Source: an optimization exercise on an open RTL-to-GDS flow (aim: a short achievable clock period and few clock cycles). Production flows keep margins and buffers that such runs may drop.
Function was checked by simulation only, so behaviour that the tests miss may differ from the original.
Power is estimated from default activity; no workload was simulated.

// grid_line_path_walker
module grid_line_path_walker #(
   parameter int COORD_BITS = 8
) (
   input  logic                  clock,
   input  logic                  reset,
   input  logic                  req_valid,
   output logic                  req_stall,
   input  logic                  req_command,
   input  logic [COORD_BITS-1:0] req_start_y,
   input  logic [COORD_BITS-1:0] req_start_x,
   input  logic [COORD_BITS-1:0] req_end_y,
   input  logic [COORD_BITS-1:0] req_end_x,
   input  logic                  req_pass_through,
   input  logic                  req_info_mode,
   input  logic                  req_stop_at_occupant,
   input  logic                  req_cell_projectable,
   input  logic                  req_cell_believed_wall,
   input  logic                  req_cell_occupied,
   output logic                  rsp_valid,
   input  logic                  rsp_stall,
   output logic [COORD_BITS-1:0] rsp_grid_y,
   output logic [COORD_BITS-1:0] rsp_grid_x,
   output logic                  rsp_grid_valid,
   output logic                  rsp_path_done,
   output logic [glpw_pkg::LEN_W-1:0] rsp_path_length,
   input  logic                  csr_psel,
   input  logic                  csr_penable,
   input  logic                  csr_pwrite,
   input  logic [glpw_pkg::CSR_ADDR_W-1:0] csr_paddr,
   input  logic [glpw_pkg::CSR_DATA_W-1:0] csr_pwdata,
   output logic [glpw_pkg::CSR_DATA_W-1:0] csr_prdata,
   output logic                  csr_pready
);
Size: about 1,300 cells after synthesis, roughly 160 flip-flops, about 140 I/O pins, ~0.013 mm² of cells after synthesis.
Settings: LEC_CHECK=0, CAP_MARGIN=20, CORE_MARGIN=2, CORE_UTILIZATION=70, SLEW_MARGIN=20; clock period 10.5 ns.
standard.sh (not shown) runs the stock make flow with config.mk's settings and CLKGATE_MAP_FILE= SYNTH_SCRIPT=/design/flow/synth_recipe.tcl, a recipe that flattens the netlist after the stock synthesis.
==> flow/flow/run.sh <==
#!/bin/bash
set -euo pipefail
bash standard.sh SETUP_SLACK_MARGIN=6.6 finish > orfs_make.log 2>&1
The first run passed the timing, DRC and antenna checks.
Testbench counts at the start, summed over its fixed seeds: cycles 46,506.
Rerun with:
==> flow/flow/run.sh (replaced) <==
#!/bin/bash
set -euo pipefail
PINS='-group_pins {csr_prdata[0] csr_prdata[1] csr_prdata[2] csr_prdata[3] csr_paddr[2] csr_prdata[4] csr_prdata[5] csr_prdata[6] csr_prdata[7]} -group_pins {rsp_stall req_stall}'
bash standard.sh "PLACE_PINS_ARGS=$PINS" SETUP_SLACK_MARGIN=6.6 finish > orfs_make.log 2>&1
Settings changed: CORE_UTILIZATION 70 to 40.
The changed run ran to the end with no violations.
Power decreases by 1.4%.
Cell count rose by 9.1%.
First-iteration DRC count falls by 55%.
Non-clock buffer count shrinks by 14.
Critical path depth shrinks by 6.
Rerun with:
==> flow/flow/run.sh (replaced) <==
#!/bin/bash
set -euo pipefail
bash standard.sh SETUP_SLACK_MARGIN=6.6 finish > orfs_make.log 2>&1
Effect:
- first-iteration DRC count fell by 4.6%
- cell area fell by 0.61%
- setup slack gets better by 0.0036 ns
- hold slack barely changes

== run E ==
Another version of the RTL of grid_line_path_walker (not shown whole).
For scale: about 150 flip-flops, roughly 140 I/O pins.
Design grid_line_path_walker, start of the top module:
module grid_line_path_walker #(
   parameter int COORD_BITS = 8
) (
   input  logic                  clock,
   input  logic                  reset,
   input  logic                  req_valid,
   output logic                  req_stall,
   input  logic                  req_command,
   input  logic [COORD_BITS-1:0] req_start_y,
   input  logic [COORD_BITS-1:0] req_start_x,
   input  logic [COORD_BITS-1:0] req_end_y,
   input  logic [COORD_BITS-1:0] req_end_x,
   input  logic                  req_pass_through,
   input  logic                  req_info_mode,
   input  logic                  req_stop_at_occupant,
   input  logic                  req_cell_projectable,
   input  logic                  req_cell_believed_wall,
   input  logic                  req_cell_occupied,
   output logic                  rsp_valid,
   input  logic                  rsp_stall,
   output logic [COORD_BITS-1:0] rsp_grid_y,
   output logic [COORD_BITS-1:0] rsp_grid_x,
   output logic                  rsp_grid_valid,
   output logic                  rsp_path_done,
   output logic [glpw_pkg::LEN_W-1:0] rsp_path_length,
   input  logic                  csr_psel,
   input  logic                  csr_penable,
   input  logic                  csr_pwrite,
   input  logic [glpw_pkg::CSR_ADDR_W-1:0] csr_paddr,
   input  logic [glpw_pkg::CSR_DATA_W-1:0] csr_pwdata,
   output logic [glpw_pkg::CSR_DATA_W-1:0] csr_prdata,
   output logic                  csr_pready
);
Settings: LEC_CHECK=0, CAP_MARGIN=20, CORE_MARGIN=2, CORE_UTILIZATION=40, SLEW_MARGIN=20; clock period 10.5 ns.
==> flow/flow/run.sh <==
#!/bin/bash
set -euo pipefail
bash standard.sh SETUP_SLACK_MARGIN=7.0 finish > orfs_make.log 2>&1
Testbench counts of run E, summed over its fixed seeds: cycles 46,506.
Input changes introduced in run A (baseline for comparison: run E):
==> flow/flow/run.sh <==
#!/bin/bash
set -euo pipefail
bash standard.sh SETUP_SLACK_MARGIN=6.6 finish > orfs_make.log 2>&1
## What came out
In summary, run A completed successfully, with a layout that passed the timing, DRC and antenna checks. The clock power of run A falls short of that of run E by about 5%. Register share of the cell area on run A is up relative to run E. Going from run E to run A, post-CTS setup-driven buffer insertion count shrank by a few percent.

## re-timing with driven ports
No port has a modelled driver above. Below, the same layouts with a new extraction and two added sets of constraints. Step 1 sets driving cells, clkbuf_16 on the clock port and buf_2 on the other inputs (assumed; they add their load-dependent delay and slew). Step 2 also shifts input and output timing later by t, the mid clock arrival at the registers, as if the neighbouring blocks saw the same clock. a / b / c = ideal ports / drivers / drivers and shift; a / b = the first two.
run	t, ns	slack for setup (ns)	worst setup path after step 2	worst register clock-pin slew, ns
the first run of note 1	0.508	5.883 / 5.825 / 5.502	input to register	0.08 / 0.08
the second run of note 1	0.473	5.948 / 5.899 / 5.485	input to register	0.08 / 0.08
the third run of note 1	0.476	5.951 / 5.903 / 5.531	input to register	0.07 / 0.07
run E	0.471	3.600 / 3.598 / 3.128	input to register	0.08 / 0.08
run A	0.478	3.647 / 3.644 / 3.167	input to register	0.08 / 0.08
After both steps setup and hold are still met in every run listed. For run A, which loses most, drivers alone change the setup slack by -0.003 ns; drivers and shift together by -0.480 ns.
